This design comes from an exercise in tuning for small area on the open sky130 flow, not from production work.
Only simulation tests tie the RTL to the original design; equivalence was not proved.
Power and IR drop assume default switching activity.

==> exp/maple <==
==> flow/design.v (excerpt) <==
module id_stage (
    input  logic        clk,
    input  logic        rst_n,
    input  logic [63:0] instructionFetchReg,
    input  logic        wbWriteEn,
    input  logic [4:0]  wbWriteReg,
    input  logic [31:0] wbWriteData,
    input  logic        exMemRegWrite,
    input  logic [4:0]  exMemWriteReg,
    output logic        branchResult,
    output logic [31:0] branchAddrs,
    output logic        regStall,
    output logic        muxStall,
    output logic [7:0]  idExCtrl,
    output logic [31:0] idExPc4,
    output logic [31:0] idExRsData,
    output logic [31:0] idExRtData,
    output logic [31:0] idExImm,
    output logic [4:0]  idExRt,
    output logic [4:0]  idExRd
);
    localparam logic [5:0] OP_R    = 6'b000000;
    localparam logic [5:0] OP_LW   = 6'b100011;
    localparam logic [5:0] OP_SW   = 6'b101011;
    localparam logic [5:0] OP_BEQ  = 6'b000100;
    localparam logic [5:0] OP_ADDI = 6'b001000;
    localparam logic [5:0] OP_J    = 6'b000010;
    localparam logic [5:0] OP_BNE  = 6'b000101;
    logic [31:1][31:0] regs, regs_d;
    logic [31:1] valid, wsel, keep, rs_sel, rt_sel;
    logic [31:0] instr, pc4, imm, rs_data, rt_data;
    logic [5:0]  opcode;
    logic [4:0]  rs, rt, rd, ex_dest;
    logic [7:0]  ctrl;
    logic        flush, is_beq, is_bne, is_j, uses_rs, uses_rt;
    logic        ex_load, load_use, branch_hazard, stall, is_branch;
    assign instr  = instructionFetchReg[63:32];
  ...
==> module id_ao22_1, before the edit <==
module id_ao22_1 (input logic a, sa, b, sb, output logic q);
    assign q = (a & sa) | (b & sb);
endmodule
==> module id_aoi222_1, before the edit <==
module id_aoi222_1 (input logic a, sa, b, sb, c, sc, output logic qn);
    assign qn = ~((a & sa) | (b & sb) | (c & sc));
endmodule
==> module id_nand2_1, before the edit <==
module id_nand2_1 (input logic a, sa, output logic qn);
    assign qn = ~(a & sa);
endmodule
==> module id_ao22, before the edit <==
module id_ao22 (
    input  logic [31:0] a,
    input  logic        sa,
    input  logic [31:0] b,
    input  logic        sb,
    output logic [31:0] q
);
    for (genvar j = 0; j < 32; j++) begin : g_bit
        id_ao22_1 u (.a(a[j]), .sa(sa), .b(b[j]), .sb(sb), .q(q[j]));
    end
endmodule
==> module id_aoi222, before the edit <==
module id_aoi222 (
    input  logic [31:0] a,
    input  logic        sa,
    input  logic [31:0] b,
    input  logic        sb,
    input  logic [31:0] c,
    input  logic        sc,
    output logic [31:0] qn
);
    for (genvar j = 0; j < 32; j++) begin : g_bit
        id_aoi222_1 u (.a(a[j]), .sa(sa), .b(b[j]), .sb(sb), .c(c[j]), .sc(sc), .qn(qn[j]));
    end
endmodule
==> module id_nand2, before the edit <==
module id_nand2 (
    input  logic [31:0] a,
    input  logic        sa,
    output logic [31:0] qn
);
    for (genvar j = 0; j < 32; j++) begin : g_bit
        id_nand2_1 u (.a(a[j]), .sa(sa), .qn(qn[j]));
    end
endmodule
Settings: LEC_CHECK=0, CAP_MARGIN=15, CORE_MARGIN=2, CORE_UTILIZATION=50, CTS_BUF_LIST=sky130_fd_sc_hd__clkbuf_16, CTS_CLUSTER_DIAMETER=60, CTS_CLUSTER_SIZE=20, GPL_TIMING_DRIVEN=0, SETUP_SLACK_MARGIN=0.1, SLEW_MARGIN=15, SYNTH_HIERARCHICAL=1; clock period 9.0 ns.
run.sh (not shown) runs the stock make flow with config.mk's settings and CLKGATE_MAP_FILE= SYNTH_SCRIPT=/design/flow/synth_recipe.tcl, a recipe that flattens the netlist after the stock synthesis.
==> exp/fjord (differences from exp/maple) <==
==> flow/design.v (replaced) <==
module id_stage (
    input  logic        clk,
    input  logic        rst_n,
    input  logic [63:0] instructionFetchReg,
    input  logic        wbWriteEn,
    input  logic [4:0]  wbWriteReg,
    input  logic [31:0] wbWriteData,
    input  logic        exMemRegWrite,
    input  logic [4:0]  exMemWriteReg,
    output logic        branchResult,
    output logic [31:0] branchAddrs,
    output logic        regStall,
    output logic        muxStall,
    output logic [7:0]  idExCtrl,
    output logic [31:0] idExPc4,
    output logic [31:0] idExRsData,
    output logic [31:0] idExRtData,
    output logic [31:0] idExImm,
    output logic [4:0]  idExRt,
    output logic [4:0]  idExRd
);
    localparam logic [5:0] OP_R    = 6'b000000;
    localparam logic [5:0] OP_LW   = 6'b100011;
    localparam logic [5:0] OP_SW   = 6'b101011;
    localparam logic [5:0] OP_BEQ  = 6'b000100;
    localparam logic [5:0] OP_ADDI = 6'b001000;
    localparam logic [5:0] OP_J    = 6'b000010;
    localparam logic [5:0] OP_BNE  = 6'b000101;
    logic [31:0] regs [1:31];
    logic [31:1] valid, wsel, rs_sel, rt_sel;
    logic [31:0] instr, pc4, imm, rs_data, rt_data;
    logic [5:0]  opcode;
    logic [4:0]  rs, rt, rd, ex_dest;
    logic [7:0]  ctrl;
    logic        flush, is_beq, is_bne, is_j, uses_rs, uses_rt;
    logic        ex_load, load_use, branch_hazard, stall, is_branch;
    logic        rs_byp, rt_byp;
    assign instr  = instructionFetchReg[63:32];
    assign pc4    = instructionFetchReg[31:0];
    assign opcode = instr[31:26];
    assign rs     = instr[25:21];
    assign rt     = instr[20:16];
    assign rd     = instr[15:11];
    assign imm    = {{16{instr[15]}}, instr[15:0]};
    assign flush  = (instructionFetchReg == 64'd0);
    always_comb begin
        ctrl    = 8'd0;
        is_beq  = 1'b0;
        is_bne  = 1'b0;
        is_j    = 1'b0;
        uses_rs = 1'b0;
        uses_rt = 1'b0;
        if (!flush) begin
            case (opcode)
                OP_R:    begin ctrl = 8'b10000010; uses_rs = 1'b1; uses_rt = 1'b1; end
                OP_LW:   begin ctrl = 8'b01110000; uses_rs = 1'b1; end
                OP_SW:   begin ctrl = 8'b01000100; uses_rs = 1'b1; uses_rt = 1'b1; end
                OP_BEQ:  begin ctrl = 8'b00000001; is_beq = 1'b1; uses_rs = 1'b1; uses_rt = 1'b1; end
                OP_ADDI: begin ctrl = 8'b01010000; uses_rs = 1'b1; end
                OP_J:    begin is_j = 1'b1; end
                OP_BNE:  begin ctrl = 8'b00000001; is_bne = 1'b1; uses_rs = 1'b1; uses_rt = 1'b1; end
                default: ;
            endcase
        end
    end
    assign rs_byp = wbWriteEn && (wbWriteReg == rs) && (rs != 5'd0);
    assign rt_byp = wbWriteEn && (wbWriteReg == rt) && (rt != 5'd0);
    always_comb begin
        for (int i = 1; i < 32; i++) begin
            wsel[i]   = wbWriteEn && (wbWriteReg == 5'(i));
            rs_sel[i] = valid[i] && !rs_byp && (rs == 5'(i));
            rt_sel[i] = valid[i] && !rt_byp && (rt == 5'(i));
        end
    end
    always_comb begin
        rs_data = wbWriteData & {32{rs_byp}};
        rt_data = wbWriteData & {32{rt_byp}};
        for (int i = 1; i < 32; i++) begin
            rs_data = rs_data | (regs[i] & {32{rs_sel[i]}});
            rt_data = rt_data | (regs[i] & {32{rt_sel[i]}});
        end
    end
    assign ex_load  = idExCtrl[3] | idExCtrl[5];
    assign ex_dest  = idExCtrl[7] ? idExRd : idExRt;
    assign is_branch = is_beq | is_bne;
    assign load_use = ex_load && (idExRt != 5'd0) &&
                      ((uses_rs && idExRt == rs) || (uses_rt && idExRt == rt));
    assign branch_hazard = is_branch && (
        ((rs != 5'd0) && ((idExCtrl[4] && ex_dest == rs) ||
                          (exMemRegWrite && exMemWriteReg == rs))) ||
        ((rt != 5'd0) && ((idExCtrl[4] && ex_dest == rt) ||
                          (exMemRegWrite && exMemWriteReg == rt))));
    assign stall    = load_use | branch_hazard;
    assign regStall = stall;
    assign muxStall = stall;
    assign branchResult = !stall && ((is_beq && rs_data == rt_data) ||
                                     (is_bne && rs_data != rt_data) || is_j);
    assign branchAddrs  = is_branch ? pc4 + {imm[29:0], 2'b00} :
                          is_j      ? {pc4[31:28], instr[25:0], 2'b00} : 32'd0;
    always_ff @(posedge clk or negedge rst_n) begin
        if (!rst_n) valid <= '0;
        else        valid <= valid | wsel;
    end
    always_ff @(posedge clk) begin
        for (int i = 1; i < 32; i++)
            regs[i] <= (regs[i] & {32{!wsel[i]}}) | (wbWriteData & {32{wsel[i]}});
    end
    always_ff @(posedge clk or negedge rst_n) begin
        if (!rst_n) begin
            idExCtrl   <= 8'd0;
            idExPc4    <= 32'd0;
            idExRsData <= 32'd0;
            idExRtData <= 32'd0;
            idExImm    <= 32'd0;
            idExRt     <= 5'd0;
            idExRd     <= 5'd0;
        end else begin
            idExCtrl   <= stall ? 8'd0 : ctrl;
            idExPc4    <= pc4;
            idExRsData <= rs_data;
            idExRtData <= rt_data;
            idExImm    <= imm;
            idExRt     <= rt;
            idExRd     <= rd;
        end
    end
endmodule
- CAP_MARGIN: 15 -> 30
- CORE_UTILIZATION: 50 -> 30
- CTS_BUF_LIST: sky130_fd_sc_hd__clkbuf_16 -> unset
- CTS_CLUSTER_DIAMETER: 60 -> unset
- CTS_CLUSTER_SIZE: 20 -> unset
- GPL_TIMING_DRIVEN: 0 -> unset
- SETUP_SLACK_MARGIN: 0.1 -> 0.2
- SLEW_MARGIN: 15 -> 20
- SYNTH_HIERARCHICAL: 1 -> unset
==> exp/xenon (differences from exp/maple) <==
--- a/flow/design.v
+++ b/flow/design.v
@@ -1,47 +1,32 @@
-module id_ao22_1 (input logic a, sa, b, sb, output logic q);
-    assign q = (a & sa) | (b & sb);
-endmodule
-module id_aoi222_1 (input logic a, sa, b, sb, c, sc, output logic qn);
-    assign qn = ~((a & sa) | (b & sb) | (c & sc));
-endmodule
-module id_nand2_1 (input logic a, sa, output logic qn);
-    assign qn = ~(a & sa);
-endmodule
 module id_ao22 (
     input  logic [31:0] a,
     input  logic        sa,
     input  logic [31:0] b,
     input  logic        sb,
     output logic [31:0] q
 );
-    for (genvar j = 0; j < 32; j++) begin : g_bit
-        id_ao22_1 u (.a(a[j]), .sa(sa), .b(b[j]), .sb(sb), .q(q[j]));
-    end
+    assign q = (a & {32{sa}}) | (b & {32{sb}});
 endmodule
 module id_aoi222 (
     input  logic [31:0] a,
     input  logic        sa,
     input  logic [31:0] b,
     input  logic        sb,
     input  logic [31:0] c,
     input  logic        sc,
     output logic [31:0] qn
 );
-    for (genvar j = 0; j < 32; j++) begin : g_bit
-        id_aoi222_1 u (.a(a[j]), .sa(sa), .b(b[j]), .sb(sb), .c(c[j]), .sc(sc), .qn(qn[j]));
-    end
+    assign qn = ~((a & {32{sa}}) | (b & {32{sb}}) | (c & {32{sc}}));
 endmodule
 module id_nand2 (
     input  logic [31:0] a,
     input  logic        sa,
     output logic [31:0] qn
 );
-    for (genvar j = 0; j < 32; j++) begin : g_bit
-        id_nand2_1 u (.a(a[j]), .sa(sa), .qn(qn[j]));
-    end
+    assign qn = ~(a & {32{sa}});
 endmodule
 module id_rdor (
     input  logic [10:0][31:0] gn,
     output logic [31:0]       q
 );
     assign q = ~(gn[0] & gn[1] & gn[2] & gn[3]) | ~(gn[4] & gn[5] & gn[6] & gn[7]) |
==> flow/flow/run.sh (new file) <==
#!/bin/bash
# The standard layout with three changes: the port buffers are made from the smallest
# buffer cell instead of the one buffer_ports picks by default; the buffers that ABC put
# into the synthesised netlist are removed at floorplan; and before repair_design each
# high-fanout net gets one buf_4 (flow/prebuf.tcl). Make's full output goes to
# flow_make.log here; ORFS keeps each step's own log under orfs/logs/.
set -euo pipefail
bash standard.sh "BUFFER_PORTS_ARGS=-buffer_cell sky130_fd_sc_hd__buf_1" REMOVE_ABC_BUFFERS=1 \
  "PRE_RESIZE_TCL=$PWD/flow/prebuf.tcl" finish > flow_make.log 2>&1
==> flow/flow/prebuf.tcl (new file) <==
# Sourced by ORFS's resize step (PRE_RESIZE_TCL) just before repair_design: give each
# high-fanout signal net (the register file's one-hot selects, write enables and write
# data) one buf_4 at its driver, so that repair_design does not fix their slew with much
# larger buffers and upsized drivers.
set n 0
foreach net [get_nets *] {
  set drv [get_pins -of_objects $net -filter "direction==output"]
  if {[llength $drv] != 1} continue
  set loads [get_pins -of_objects $net -filter "direction==input"]
  if {[llength $loads] < 20} continue
  set dcell [get_property [get_cells -of_objects $drv] ref_name]
  if {[string match "*clkbuf*" $dcell] || [string match "*df*" $dcell]} continue
  insert_buffer -buffer_cell sky130_fd_sc_hd__buf_4 -net [get_property $net name]
  incr n
}
puts "prebuf.tcl: buffered $n high-fanout nets"
estimate_parasitics -placement
==> flow/standard.sh (new file) <==
#!/bin/bash
# synth_recipe.tcl (not shown) runs the flow's synth.tcl, then flattens the netlist and writes it again
# the make line also repeats each setting of config.mk as NAME=value (left out here)
make -C /OpenROAD-flow-scripts/flow DESIGN_CONFIG=/design/flow/config.mk WORK_HOME=/design/flow/orfs CLKGATE_MAP_FILE= SYNTH_SCRIPT=/design/flow/synth_recipe.tcl "${@:-finish}"
- CAP_MARGIN: 15 -> 0
- CTS_CLUSTER_DIAMETER: 60 -> 80
- CTS_CLUSTER_SIZE: 20 -> 25
- SLEW_MARGIN: 15 -> 0
removed: flow/run.sh
==> exp/indigo (differences from exp/maple) <==
--- a/flow/design.v
+++ b/flow/design.v
@@ -1,47 +1,32 @@
-module id_ao22_1 (input logic a, sa, b, sb, output logic q);
-    assign q = (a & sa) | (b & sb);
-endmodule
-module id_aoi222_1 (input logic a, sa, b, sb, c, sc, output logic qn);
-    assign qn = ~((a & sa) | (b & sb) | (c & sc));
-endmodule
-module id_nand2_1 (input logic a, sa, output logic qn);
-    assign qn = ~(a & sa);
-endmodule
 module id_ao22 (
     input  logic [31:0] a,
     input  logic        sa,
     input  logic [31:0] b,
     input  logic        sb,
     output logic [31:0] q
 );
-    for (genvar j = 0; j < 32; j++) begin : g_bit
-        id_ao22_1 u (.a(a[j]), .sa(sa), .b(b[j]), .sb(sb), .q(q[j]));
-    end
+    assign q = (a & {32{sa}}) | (b & {32{sb}});
 endmodule
 module id_aoi222 (
     input  logic [31:0] a,
     input  logic        sa,
     input  logic [31:0] b,
     input  logic        sb,
     input  logic [31:0] c,
     input  logic        sc,
     output logic [31:0] qn
 );
-    for (genvar j = 0; j < 32; j++) begin : g_bit
-        id_aoi222_1 u (.a(a[j]), .sa(sa), .b(b[j]), .sb(sb), .c(c[j]), .sc(sc), .qn(qn[j]));
-    end
+    assign qn = ~((a & {32{sa}}) | (b & {32{sb}}) | (c & {32{sc}}));
 endmodule
 module id_nand2 (
     input  logic [31:0] a,
     input  logic        sa,
     output logic [31:0] qn
 );
-    for (genvar j = 0; j < 32; j++) begin : g_bit
-        id_nand2_1 u (.a(a[j]), .sa(sa), .qn(qn[j]));
-    end
+    assign qn = ~(a & {32{sa}});
 endmodule
 module id_rdor (
     input  logic [10:0][31:0] gn,
     output logic [31:0]       q
 );
     assign q = ~(gn[0] & gn[1] & gn[2] & gn[3]) | ~(gn[4] & gn[5] & gn[6] & gn[7]) |
==> flow/flow/run.sh (new file) <==
#!/bin/bash
# The standard layout with three changes: the port buffers are made from the smallest
# buffer cell instead of the one buffer_ports picks by default; the buffers that ABC put
# into the synthesised netlist are removed at floorplan; and before repair_design each
# high-fanout net gets one buf_4 (flow/prebuf.tcl). Make's full output goes to
# flow_make.log here; ORFS keeps each step's own log under orfs/logs/.
set -euo pipefail
bash standard.sh "BUFFER_PORTS_ARGS=-buffer_cell sky130_fd_sc_hd__buf_1" REMOVE_ABC_BUFFERS=1 \
  "PRE_RESIZE_TCL=$PWD/flow/prebuf.tcl" finish > flow_make.log 2>&1
==> flow/flow/prebuf.tcl (new file) <==
# Sourced by ORFS's resize step (PRE_RESIZE_TCL) just before repair_design: give each
# high-fanout signal net (the register file's one-hot selects, write enables and write
# data) one buf_4 at its driver, so that repair_design does not fix their slew with much
# larger buffers and upsized drivers.
set n 0
foreach net [get_nets *] {
  set drv [get_pins -of_objects $net -filter "direction==output"]
  if {[llength $drv] != 1} continue
  set loads [get_pins -of_objects $net -filter "direction==input"]
  if {[llength $loads] < 20} continue
  set dcell [get_property [get_cells -of_objects $drv] ref_name]
  if {[string match "*clkbuf*" $dcell] || [string match "*df*" $dcell]} continue
  insert_buffer -buffer_cell sky130_fd_sc_hd__buf_4 -net [get_property $net name]
  incr n
}
puts "prebuf.tcl: buffered $n high-fanout nets"
estimate_parasitics -placement
==> flow/standard.sh (new file) <==
#!/bin/bash
# synth_recipe.tcl (not shown) runs the flow's synth.tcl, then flattens the netlist and writes it again
# the make line also repeats each setting of config.mk as NAME=value (left out here)
make -C /OpenROAD-flow-scripts/flow DESIGN_CONFIG=/design/flow/config.mk WORK_HOME=/design/flow/orfs CLKGATE_MAP_FILE= SYNTH_SCRIPT=/design/flow/synth_recipe.tcl "${@:-finish}"
- CTS_CLUSTER_DIAMETER: 60 -> 80
- CTS_CLUSTER_SIZE: 20 -> 25
removed: flow/run.sh
==> flow_metrics.py <==
metrics = {
    "status": {
        "status": "no timing/DRC/antenna violations",
    },
    "final_layout": {
        "inverters": 18,
        "seq_area_share_pct": 47.3,
        "final_area_um2": 50200,
        "area_delta_synth_final_pct": 3.38,
    },
    "placement": {
        "hpwl_mm": 111,
    },
    "die": {
        "die_area_um2": 99600,
    },
    "global_routing": {
        "globalRouteTotalUtil_pct": 38.4,
    },
    "hold_path": {
        "min_from": "valid[31]",
    },
    "critical_path": {
        "r2r_cells": 6,
    },
    "power": {
        "pwr_density_cell_nw_per_um2": 192,
    },
    "yosys": {
        "syn-cell-area_um2": 48500,
    },
    "sta": {
        "fin_crit_sh_pct": 96.7,
    },
}
# the run above: exp/indigo

==> flow_metrics.py <==
metrics = {
    "status": {
        "status": "no timing/DRC/antenna violations",
    },
    "die": {
        "num_rows": 109,
        "die_area_um2": 91700,
    },
    "critical_path": {
        "worst_setup_path_start_kind": "input port",
        "r2r_cells": 7,
        "critPathMaxFanout": 17,
    },
    "final_layout": {
        "area_delta_synth_final_pct": 26.9,
        "seq_area_share_pct": 41.9,
        "finalNonFillerCells": 5561,
        "inverters": 18,
    },
    "power": {
        "p_seq_uw": 5260,
        "pwr_density_cell_nw_per_um2": 202,
    },
    "placement": {
        "hpwl_mm": 136,
    },
    "sta": {
        "fin_crit_sh_pct": 97.1,
        "period_needed_ps": 8740,
    },
    "yosys": {
        "synth-compound-area-share_pct": 35.5,
    },
    "job": {
        "timing.max_cap.violations": 0,
    },
}
# the run above: exp/maple

==> flow_metrics.py <==
metrics = {
    "yosys": {
        "synth_fa_ha_area_share_pct": 0.789,
        "syn-cell-area_um2": 48500,
    },
    "routing": {
        "routed_wl_mm": 200,
        "wl_met2_mm": 84.3,
    },
    "final_layout": {
        "area_delta_synth_final_pct": 3.41,
        "multi_input_gates": 2538,
        "multi_input_area_um2": 20700,
        "largest_register_ffs": 992,
    },
    "status": {
        "status": "no timing/DRC/antenna violations",
    },
    "placement": {
        "hpwl_mm": 111,
    },
    "global_routing": {
        "use_met2_pct": 57.0,
        "globalRouteTotalUtil_pct": 38.5,
    },
    "die": {
        "die_area_um2": 99600,
    },
    "power": {
        "pwr-share-seq_pct": 54.7,
        "pwr_density_cell_nw_per_um2": 192,
    },
    "critical_path": {
        "r2r_cells": 6,
    },
}
# the run above: exp/xenon

==> flow_metrics.py <==
metrics = {
    "status": {
        "status": "no timing/DRC/antenna violations",
    },
    "critical_path": {
        "critPathMaxFanout": 23,
        "r2r_cells": 9,
        "cp.depth": 17,
        "setup.worst_path.end": "branchResult",
    },
    "global_routing": {
        "globalRouteTotalUtil_pct": 35.2,
    },
    "final_layout": {
        "final_area_um2": 66300,
        "seq_area_share_pct": 50.7,
        "area_delta_synth_final_pct": 30.4,
        "inverters": 42,
    },
    "power": {
        "pwr_density_cell_nw_per_um2": 199,
        "p_seq_uw": 6090,
    },
    "yosys": {
        "synth_top_area_share_pct": 58.6,
        "syn-cell-area_um2": 50900,
    },
    "placement": {
        "hpwl_mm": 207,
    },
    "sta": {
        "fin_crit_sh_pct": 95.9,
    },
    "die": {
        "die_area_um2": 173000,
    },
}
# the run above: exp/fjord

-- afterwards: timing with drivers on the ports --
Ports are ideal in the flow. The routed layouts listed here were re-timed in OpenROAD.
Step 1 (the two cells are an assumption about what drives the block):
set clk [get_ports {clk}]
set_driving_cell -lib_cell sky130_fd_sc_hd__clkbuf_16 $clk
set_driving_cell -lib_cell sky130_fd_sc_hd__buf_2 [delete_from_list [all_inputs] $clk]
Step 2 times the ports against the registers' clock, not the clock port: input delays grow and output delays shrink by t, the midpoint of the rising clock arrivals with the driver on.
Three values: ideal ports, drivers, drivers and shift; two values: the first two.
| run | t (ns) | setup WS [ns] | worst setup path at the end |
|---|---|---|---|
| exp/maple | 0.775 | 0.259 / 0.237 / 0.237 | input to output |
| exp/fjord | 0.887 | 0.373 / 0.291 / 0.291 | input to output |
| exp/xenon | 0.776 | 0.259 / 0.168 / 0.168 | input to output |
| exp/indigo | 0.768 | 0.294 / 0.164 / 0.164 | input to output |
After both steps every run listed still meets setup and hold. The setup slack of exp/indigo, which loses most, moves by -0.130 ns with the drivers and by -0.130 ns with both steps.
